This design comes from an exercise in tuning for small area and a short achievable clock period on the open sky130 flow, not from production work.
Where RTL was checked, it was by simulation tests only, not by an equivalence proof against the original.

==> trial 21: inputs <==
// line_window_feeder
module line_window_feeder #(
  parameter int DATA_W    = 8,
  parameter int MAX_WIDTH = 256,
  parameter int ADDR_W    = 8
) (
  input  logic              clk,
  input  logic              rst_n,
  input  logic              frame_start,
  input  logic [ADDR_W-1:0] img_width,
  input  logic [ADDR_W-1:0] img_height,
  input  logic              in_valid,
  input  logic [DATA_W-1:0] in_pixel,
  output logic              in_ready,
  output logic              validData,
  output logic              start,
  output logic [DATA_W-1:0] pixel_in1,
  output logic [DATA_W-1:0] pixel_in2,
  output logic [DATA_W-1:0] pixel_in3,
  output logic [ADDR_W-1:0] col_addr,
  output logic              frame_done,
  output logic              cfg_err
);
==> module line_window_feeder, before the edit <==
module line_window_feeder #(
  parameter int DATA_W    = 8,
  parameter int MAX_WIDTH = 256,
  parameter int ADDR_W    = 8
) (
  input  logic              clk,
  input  logic              rst_n,
  input  logic              frame_start,
  input  logic [ADDR_W-1:0] img_width,
  input  logic [ADDR_W-1:0] img_height,
  input  logic              in_valid,
  input  logic [DATA_W-1:0] in_pixel,
  output logic              in_ready,
  output logic              validData,
  output logic              start,
  output logic [DATA_W-1:0] pixel_in1,
  output logic [DATA_W-1:0] pixel_in2,
  output logic [DATA_W-1:0] pixel_in3,
  output logic [ADDR_W-1:0] col_addr,
  output logic              frame_done,
  output logic              cfg_err
);
  logic              busy_q, busy_d;
  logic              row1_q, row1_d;
  logic              stream_q, stream_d;
  logic              first_q, first_d;      
  logic [ADDR_W-1:0] width_q, width_d;      
  logic [ADDR_W-1:0] col_q, col_d;          
  logic              lastc_q, lastc_d;      
  logic [ADDR_W-1:0] rows_q, rows_d;        
  logic              cfg_err_q, cfg_err_d;
  logic              valid_q, valid_d;
  logic              start_q, start_d;
  logic              done_q, done_d;
  logic [DATA_W-1:0] p1_q, p1_d;
  logic [DATA_W-1:0] p2_q, p2_d;
  logic [DATA_W-1:0] p3_q, p3_d;
  logic [ADDR_W-1:0] caddr_q, caddr_d;
  logic [DATA_W-1:0] line_b_out;    
  logic [DATA_W-1:0] line_a_out;    
  logic accept;
  logic dims_ok;
  logic last_row;
  logic emit;
  assign in_ready = busy_q;
  assign accept   = in_valid & busy_q;
  assign emit     = in_valid & stream_q;
  assign last_row = (rows_q == '0);
  assign dims_ok  = (img_width >= ADDR_W'(3)) && (img_height >= ADDR_W'(3));
  always_comb begin
    busy_d    = busy_q;
    row1_d    = row1_q;
    stream_d  = stream_q;
    first_d   = first_q;
    width_d   = width_q;
    col_d     = col_q;
    lastc_d   = lastc_q;
    rows_d    = rows_q;
    cfg_err_d = cfg_err_q;
    p1_d      = p1_q;
    p2_d      = p2_q;
    p3_d      = p3_q;
    caddr_d   = caddr_q;
    valid_d   = emit;
    start_d   = emit & first_q;
    done_d    = emit & lastc_q & last_row;
    if (accept) begin
      if (lastc_q) begin
        col_d   = '0;
        lastc_d = 1'b0;
        rows_d  = rows_q - 1'b1;
        if (stream_q) begin
          if (last_row) begin
            busy_d   = 1'b0;
            stream_d = 1'b0;
          end
        end else if (row1_q) begin
          row1_d   = 1'b0;
          stream_d = 1'b1;
        end else begin
          row1_d   = 1'b1;
        end
      end else begin
        col_d   = col_q + 1'b1;
        lastc_d = ({1'b0, col_q} + 2'd2 == {1'b0, width_q});
      end
    end
    if (emit) begin
      first_d = 1'b0;
      p1_d    = line_a_out;
      p2_d    = line_b_out;
      p3_d    = in_pixel;
      caddr_d = col_q;
    end
    if (frame_start && !busy_q) begin
      if (dims_ok) begin
        busy_d    = 1'b1;
        row1_d    = 1'b0;
        stream_d  = 1'b0;
        first_d   = 1'b1;
        width_d   = img_width;
        col_d     = '0;
        lastc_d   = 1'b0;
        rows_d    = img_height - 1'b1;
        cfg_err_d = 1'b0;
      end else begin
        cfg_err_d = 1'b1;
      end
    end
  end
  always_ff @(posedge clk or negedge rst_n) begin
    if (!rst_n) begin
      busy_q    <= 1'b0;
      row1_q    <= 1'b0;
      stream_q  <= 1'b0;
      cfg_err_q <= 1'b0;
      valid_q   <= 1'b0;
      start_q   <= 1'b0;
      done_q    <= 1'b0;
      p1_q      <= '0;
      p2_q      <= '0;
      p3_q      <= '0;
      caddr_q   <= '0;
    end else begin
      busy_q    <= busy_d;
      row1_q    <= row1_d;
      stream_q  <= stream_d;
      cfg_err_q <= cfg_err_d;
      valid_q   <= valid_d;
      start_q   <= start_d;
      done_q    <= done_d;
      p1_q      <= p1_d;
      p2_q      <= p2_d;
      p3_q      <= p3_d;
      caddr_q   <= caddr_d;
    end
  end
  always_ff @(posedge clk) begin
    first_q <= first_d;
    width_q <= width_d;
    col_q   <= col_d;
    lastc_q <= lastc_d;
    rows_q  <= rows_d;
  end
  lwf_delay_line #(.DATA_W(DATA_W), .LEN_W(ADDR_W)) u_line_b (
    .clk(clk), .shift(in_valid), .len(width_q), .din(in_pixel), .dout(line_b_out)
  );
  lwf_delay_line #(.DATA_W(DATA_W), .LEN_W(ADDR_W)) u_line_a (
    .clk(clk), .shift(in_valid), .len(width_q), .din(line_b_out), .dout(line_a_out)
  );
  assign validData  = valid_q;
  assign start      = start_q;
  assign frame_done = done_q;
  assign pixel_in1  = p1_q;
  assign pixel_in2  = p2_q;
  assign pixel_in3  = p3_q;
  assign col_addr   = caddr_q;
  assign cfg_err    = cfg_err_q;
endmodule
==> module lwf_delay_line, before the edit <==
module lwf_delay_line #(
  parameter int DATA_W = 8,
  parameter int LEN_W  = 8
) (
  input  logic              clk,
  input  logic              shift,
  input  logic [LEN_W-1:0]  len,
  input  logic [DATA_W-1:0] din,
  output logic [DATA_W-1:0] dout
);
  logic [DATA_W-1:0] seg_in  [LEN_W+1];
  logic [DATA_W-1:0] seg_out [LEN_W];
  for (genvar k = 0; k <= LEN_W; k++) begin : g_sel
    always_comb begin
      logic none;
      seg_in[k] = '0;
      none = 1'b1;
      for (int i = k - 1; i >= 0; i--) begin
        if (len[i] && none) seg_in[k] = seg_in[k] | seg_out[i];
        none = none & ~len[i];
      end
      if (none && k < LEN_W) seg_in[k] = seg_in[k] | din;
    end
  end
  for (genvar k = 0; k < LEN_W; k++) begin : g_seg
    logic [DATA_W-1:0] st [2**k];
    always_ff @(posedge clk) begin
      if (shift) begin
        st[0] <= seg_in[k];
        for (int i = 1; i < 2**k; i++) st[i] <= st[i-1];
      end
    end
    assign seg_out[k] = st[2**k-1];
  end
  assign dout = seg_in[LEN_W];
endmodule
Settings: LEC_CHECK=0, CAP_MARGIN=20, CORE_MARGIN=2, CORE_UTILIZATION=70, CTS_CLUSTER_DIAMETER=80, CTS_CLUSTER_SIZE=30, SETUP_SLACK_MARGIN=3.6, SLEW_MARGIN=20; clock period 6.0 ns.
standard.sh (not shown) runs the stock make flow with config.mk's settings and CLKGATE_MAP_FILE= SYNTH_SCRIPT=/design/flow/synth_recipe.tcl, a recipe that flattens the netlist after the stock synthesis.
==> flow/flow/run.sh <==
#!/bin/bash
# Own flow: the standard ORFS flow, with one hook before detailed placement that puts
# each flip-flop driving an output port next to that port's output buffer, and one before
# pin placement that keeps the ports together.
set -euo pipefail
here=$(pwd)
export PRE_DETAIL_PLACE_TCL=$here/flow/pre_dpl.tcl
export PRE_IO_PLACEMENT_TCL=$here/flow/pre_io.tcl
bash standard.sh synth > synth.log 2>&1
bash standard.sh floorplan > floorplan.log 2>&1
bash standard.sh place > place.log 2>&1
bash standard.sh cts > cts.log 2>&1
bash standard.sh route > route.log 2>&1
bash standard.sh finish > finish.log 2>&1
Other scripts of this flow, unchanged in this note and not shown: flow/flow/pre_dpl.tcl, flow/flow/pre_io.tcl
==> trial 31: changes against trial 21 <==
--- a/flow/design.v
+++ b/flow/design.v
@@ -24,7 +24,9 @@
   logic              row1_q, row1_d;
   logic              stream_q, stream_d;
   logic              first_q, first_d;      
-  logic [ADDR_W-1:0] width_q, width_d;      
+  logic [ADDR_W-1:0] seg_en_q, seg_en_d;    
+  logic [ADDR_W-1:0] wm1;                   
+  logic [ADDR_W-1:0] img_wm1;
   logic [ADDR_W-1:0] col_q, col_d;          
   logic              lastc_q, lastc_d;      
   logic [ADDR_W-1:0] rows_q, rows_d;        
@@ -36,8 +38,9 @@
   logic [DATA_W-1:0] p2_q, p2_d;
   logic [DATA_W-1:0] p3_q, p3_d;
   logic [ADDR_W-1:0] caddr_q, caddr_d;
-  logic [DATA_W-1:0] line_b_out;    
-  logic [DATA_W-1:0] line_a_out;    
+  logic [DATA_W-1:0] var_b_out, var_a_out;
+  logic [DATA_W-1:0] mid_q;         
+  logic [DATA_W-1:0] end_q;         
   logic accept;
   logic dims_ok;
   logic last_row;
@@ -47,12 +50,15 @@
   assign emit     = in_valid & stream_q;
   assign last_row = (rows_q == '0);
   assign dims_ok  = (img_width >= ADDR_W'(3)) && (img_height >= ADDR_W'(3));
+  assign img_wm1  = img_width - 1'b1;
+  assign wm1      = seg_en_q[ADDR_W-1] ? {1'b0, seg_en_q[ADDR_W-2:0]} + ADDR_W'(127)
+                                       : {1'b0, seg_en_q[ADDR_W-2:0]};
   always_comb begin
     busy_d    = busy_q;
     row1_d    = row1_q;
     stream_d  = stream_q;
     first_d   = first_q;
-    width_d   = width_q;
+    seg_en_d  = seg_en_q;
     col_d     = col_q;
     lastc_d   = lastc_q;
     rows_d    = rows_q;
@@ -82,13 +88,13 @@
         end
       end else begin
         col_d   = col_q + 1'b1;
-        lastc_d = ({1'b0, col_q} + 2'd2 == {1'b0, width_q});
+        lastc_d = (col_q + 1'b1 == wm1);
       end
     end
     if (emit) begin
       first_d = 1'b0;
-      p1_d    = line_a_out;
-      p2_d    = line_b_out;
+      p1_d    = end_q;
+      p2_d    = mid_q;
       p3_d    = in_pixel;
       caddr_d = col_q;
     end
@@ -98,7 +104,8 @@
         row1_d    = 1'b0;
         stream_d  = 1'b0;
         first_d   = 1'b1;
-        width_d   = img_width;
+        seg_en_d  = (img_wm1 >= ADDR_W'(127)) ? {1'b1, 7'(img_wm1 - ADDR_W'(127))}
+                                               : {1'b0, img_wm1[ADDR_W-2:0]};
         col_d     = '0;
         lastc_d   = 1'b0;
         rows_d    = img_height - 1'b1;
@@ -137,17 +144,23 @@
   end
   always_ff @(posedge clk) begin
     first_q <= first_d;
-    width_q <= width_d;
+    seg_en_q <= seg_en_d;
     col_q   <= col_d;
     lastc_q <= lastc_d;
     rows_q  <= rows_d;
   end
-  lwf_delay_line #(.DATA_W(DATA_W), .LEN_W(ADDR_W)) u_line_b (
-    .clk(clk), .shift(in_valid), .len(width_q), .din(in_pixel), .dout(line_b_out)
+  lwf_delay_line #(.DATA_W(DATA_W)) u_line_b (
+    .clk(clk), .shift(in_valid), .seg_en(seg_en_q), .din(in_pixel), .dout(var_b_out)
   );
-  lwf_delay_line #(.DATA_W(DATA_W), .LEN_W(ADDR_W)) u_line_a (
-    .clk(clk), .shift(in_valid), .len(width_q), .din(line_b_out), .dout(line_a_out)
+  lwf_delay_line #(.DATA_W(DATA_W)) u_line_a (
+    .clk(clk), .shift(in_valid), .seg_en(seg_en_q), .din(mid_q), .dout(var_a_out)
   );
+  always_ff @(posedge clk) begin
+    if (in_valid) begin
+      mid_q <= var_b_out;
+      end_q <= var_a_out;
+    end
+  end
   assign validData  = valid_q;
   assign start      = start_q;
   assign frame_done = done_q;
@@ -158,38 +171,26 @@
   assign cfg_err    = cfg_err_q;
 endmodule
 module lwf_delay_line #(
-  parameter int DATA_W = 8,
-  parameter int LEN_W  = 8
+  parameter int DATA_W = 8
 ) (
   input  logic              clk,
   input  logic              shift,
-  input  logic [LEN_W-1:0]  len,
+  input  logic [7:0]        seg_en,
   input  logic [DATA_W-1:0] din,
   output logic [DATA_W-1:0] dout
 );
-  logic [DATA_W-1:0] seg_in  [LEN_W+1];
-  logic [DATA_W-1:0] seg_out [LEN_W];
-  for (genvar k = 0; k <= LEN_W; k++) begin : g_sel
-    always_comb begin
-      logic none;
-      seg_in[k] = '0;
-      none = 1'b1;
-      for (int i = k - 1; i >= 0; i--) begin
-        if (len[i] && none) seg_in[k] = seg_in[k] | seg_out[i];
-        none = none & ~len[i];
-      end
-      if (none && k < LEN_W) seg_in[k] = seg_in[k] | din;
-    end
-  end
-  for (genvar k = 0; k < LEN_W; k++) begin : g_seg
-    logic [DATA_W-1:0] st [2**k];
+  logic [DATA_W-1:0] v [9];
+  assign v[0] = din;
+  for (genvar k = 0; k < 8; k++) begin : g_seg
+    localparam int LEN = (k == 7) ? 127 : 2**k;
+    logic [DATA_W-1:0] st [LEN];
     always_ff @(posedge clk) begin
       if (shift) begin
-        st[0] <= seg_in[k];
-        for (int i = 1; i < 2**k; i++) st[i] <= st[i-1];
+        st[0] <= v[k];
+        for (int i = 1; i < LEN; i++) st[i] <= st[i-1];
       end
     end
-    assign seg_out[k] = st[2**k-1];
+    assign v[k+1] = seg_en[k] ? st[LEN-1] : v[k];
   end
-  assign dout = seg_in[LEN_W];
+  assign dout = v[8];
 endmodule
- CTS_CLUSTER_DIAMETER: 80 -> 70
- CTS_CLUSTER_SIZE: 30 -> 32
==> trial 3: changes against trial 21 <==
--- a/flow/design.v
+++ b/flow/design.v
@@ -24,7 +24,9 @@
   logic              row1_q, row1_d;
   logic              stream_q, stream_d;
   logic              first_q, first_d;      
-  logic [ADDR_W-1:0] width_q, width_d;      
+  logic [ADDR_W-1:0] seg_en_q, seg_en_d;    
+  logic [ADDR_W-1:0] wm1;                   
+  logic [ADDR_W-1:0] img_wm1;
   logic [ADDR_W-1:0] col_q, col_d;          
   logic              lastc_q, lastc_d;      
   logic [ADDR_W-1:0] rows_q, rows_d;        
@@ -36,8 +38,9 @@
   logic [DATA_W-1:0] p2_q, p2_d;
   logic [DATA_W-1:0] p3_q, p3_d;
   logic [ADDR_W-1:0] caddr_q, caddr_d;
-  logic [DATA_W-1:0] line_b_out;    
-  logic [DATA_W-1:0] line_a_out;    
+  logic [DATA_W-1:0] var_b_out, var_a_out;
+  logic [DATA_W-1:0] mid_q;         
+  logic [DATA_W-1:0] end_q;         
   logic accept;
   logic dims_ok;
   logic last_row;
@@ -47,12 +50,15 @@
   assign emit     = in_valid & stream_q;
   assign last_row = (rows_q == '0);
   assign dims_ok  = (img_width >= ADDR_W'(3)) && (img_height >= ADDR_W'(3));
+  assign img_wm1  = img_width - 1'b1;
+  assign wm1      = seg_en_q[ADDR_W-1] ? {1'b0, seg_en_q[ADDR_W-2:0]} + ADDR_W'(127)
+                                       : {1'b0, seg_en_q[ADDR_W-2:0]};
   always_comb begin
     busy_d    = busy_q;
     row1_d    = row1_q;
     stream_d  = stream_q;
     first_d   = first_q;
-    width_d   = width_q;
+    seg_en_d  = seg_en_q;
     col_d     = col_q;
     lastc_d   = lastc_q;
     rows_d    = rows_q;
@@ -82,13 +88,13 @@
         end
       end else begin
         col_d   = col_q + 1'b1;
-        lastc_d = ({1'b0, col_q} + 2'd2 == {1'b0, width_q});
+        lastc_d = (col_q + 1'b1 == wm1);
       end
     end
     if (emit) begin
       first_d = 1'b0;
-      p1_d    = line_a_out;
-      p2_d    = line_b_out;
+      p1_d    = end_q;
+      p2_d    = mid_q;
       p3_d    = in_pixel;
       caddr_d = col_q;
     end
@@ -98,7 +104,8 @@
         row1_d    = 1'b0;
         stream_d  = 1'b0;
         first_d   = 1'b1;
-        width_d   = img_width;
+        seg_en_d  = (img_wm1 >= ADDR_W'(127)) ? {1'b1, 7'(img_wm1 - ADDR_W'(127))}
+                                               : {1'b0, img_wm1[ADDR_W-2:0]};
         col_d     = '0;
         lastc_d   = 1'b0;
         rows_d    = img_height - 1'b1;
@@ -137,17 +144,23 @@
   end
   always_ff @(posedge clk) begin
     first_q <= first_d;
-    width_q <= width_d;
+    seg_en_q <= seg_en_d;
     col_q   <= col_d;
     lastc_q <= lastc_d;
     rows_q  <= rows_d;
   end
-  lwf_delay_line #(.DATA_W(DATA_W), .LEN_W(ADDR_W)) u_line_b (
-    .clk(clk), .shift(in_valid), .len(width_q), .din(in_pixel), .dout(line_b_out)
+  lwf_delay_line #(.DATA_W(DATA_W)) u_line_b (
+    .clk(clk), .shift(in_valid), .seg_en(seg_en_q), .din(in_pixel), .dout(var_b_out)
   );
-  lwf_delay_line #(.DATA_W(DATA_W), .LEN_W(ADDR_W)) u_line_a (
-    .clk(clk), .shift(in_valid), .len(width_q), .din(line_b_out), .dout(line_a_out)
+  lwf_delay_line #(.DATA_W(DATA_W)) u_line_a (
+    .clk(clk), .shift(in_valid), .seg_en(seg_en_q), .din(mid_q), .dout(var_a_out)
   );
+  always_ff @(posedge clk) begin
+    if (in_valid) begin
+      mid_q <= var_b_out;
+      end_q <= var_a_out;
+    end
+  end
   assign validData  = valid_q;
   assign start      = start_q;
   assign frame_done = done_q;
@@ -158,38 +171,26 @@
   assign cfg_err    = cfg_err_q;
 endmodule
 module lwf_delay_line #(
-  parameter int DATA_W = 8,
-  parameter int LEN_W  = 8
+  parameter int DATA_W = 8
 ) (
   input  logic              clk,
   input  logic              shift,
-  input  logic [LEN_W-1:0]  len,
+  input  logic [7:0]        seg_en,
   input  logic [DATA_W-1:0] din,
   output logic [DATA_W-1:0] dout
 );
-  logic [DATA_W-1:0] seg_in  [LEN_W+1];
-  logic [DATA_W-1:0] seg_out [LEN_W];
-  for (genvar k = 0; k <= LEN_W; k++) begin : g_sel
-    always_comb begin
-      logic none;
-      seg_in[k] = '0;
-      none = 1'b1;
-      for (int i = k - 1; i >= 0; i--) begin
-        if (len[i] && none) seg_in[k] = seg_in[k] | seg_out[i];
-        none = none & ~len[i];
-      end
-      if (none && k < LEN_W) seg_in[k] = seg_in[k] | din;
-    end
-  end
-  for (genvar k = 0; k < LEN_W; k++) begin : g_seg
-    logic [DATA_W-1:0] st [2**k];
+  logic [DATA_W-1:0] v [9];
+  assign v[0] = din;
+  for (genvar k = 0; k < 8; k++) begin : g_seg
+    localparam int LEN = (k == 7) ? 127 : 2**k;
+    logic [DATA_W-1:0] st [LEN];
     always_ff @(posedge clk) begin
       if (shift) begin
-        st[0] <= seg_in[k];
-        for (int i = 1; i < 2**k; i++) st[i] <= st[i-1];
+        st[0] <= v[k];
+        for (int i = 1; i < LEN; i++) st[i] <= st[i-1];
       end
     end
-    assign seg_out[k] = st[2**k-1];
+    assign v[k+1] = seg_en[k] ? st[LEN-1] : v[k];
   end
-  assign dout = seg_in[LEN_W];
+  assign dout = v[8];
 endmodule
- CORE_UTILIZATION: 70 -> 80
==> results_dict.tcl <==
set metrics [dict create \
    cts_tree "yes" \
    wire_per_inst_um 21.0 \
    outcome "no timing/DRC/antenna violations" \
    post-route-util 0.761 \
    diodes 2 \
    die_w_um 431 \
    drt-met1-wl_um 78900 \
    holdPathStages 0 \
    cp_num_buf_inv 1 \
    tightest_slew_ps 1190 \
    clkbuf_count 187 \
    synth-simple-area-share 0.00534 \
    dp_slack_ps 2190 \
    fp.dieH_um 431 \
    clock_latency_ps 830 \
    hp-start "u_line_b.g_seg[5].st[24][0]$_DFFE_PP_" \
]
[end of results for trial 31]
==> results_dict.tcl <==
set metrics [dict create \
    outcome "no timing/DRC/antenna violations" \
    drt-met1-wl_um 80500 \
    fp.dieH_um 432 \
    post-route-util 0.753 \
    dp_slack_ps 2100 \
    die_w_um 432 \
    holdPathStages 0 \
    cp_num_buf_inv 1 \
    cts_tree "yes" \
    synth-simple-area-share 0.0101 \
    hp-start "u_line_b.g_seg[5].st[17][4]$_DFFE_PP_" \
    wire_per_inst_um 21.7 \
    clock_latency_ps 840 \
    diodes 0 \
]
[end of results for trial 21]
==> results_dict.tcl <==
set metrics [dict create \
    dp_slack_ps 2130 \
    outcome "aborted with a tool error" \
    dp_hpwl_um 101000 \
    synth-xor-area-share 0.00281 \
    htreeDepth 4 \
    synth-simple-area-share 0.00534 \
    die_w_um 403 \
    fp.dieH_um 403 \
    gp_congestion 0.818 \
    synth_top_family_by_area "compound AO/OA/AOI/OAI gates" \
    failed_stage "4_1_cts" \
    stop_error "[ERROR DPL-0033] detailed placement checks failed during check placement." \
]
[end of results for trial 3]
Only the layout flow was run in trial 21; the RTL was not checked for function there.

==> re-timing with driven ports <==
How much do the figures lean on ideal ports? The routed layouts below were timed once more, with nothing changed but the port constraints. Step 1: set_driving_cell puts a clkbuf_16 on clk and a buf_2 on each other input, an assumption about the parent block. Step 2 moves the port delays by t, midway between the first and last clock arrival at a register: inputs arrive t later, outputs are due t later. That takes back most of the time a late clock gives input paths. Three values: no drivers, after step 1, after step 2; two values: the first two.
run	t (ns)	setup slack, ns	hold WS [ns]	cell pins on the clock port's net
trial 21	0.892	3.406 / 3.339 / 2.644	0.402 / 0.402 / 0.402	1
trial 31	0.891	3.406 / 3.338 / 2.726	0.408 / 0.408 / 0.408	1
After both steps every run listed still meets setup and hold. For trial 21, which loses most, drivers alone change the setup slack by -0.067 ns; drivers and shift together by -0.762 ns.
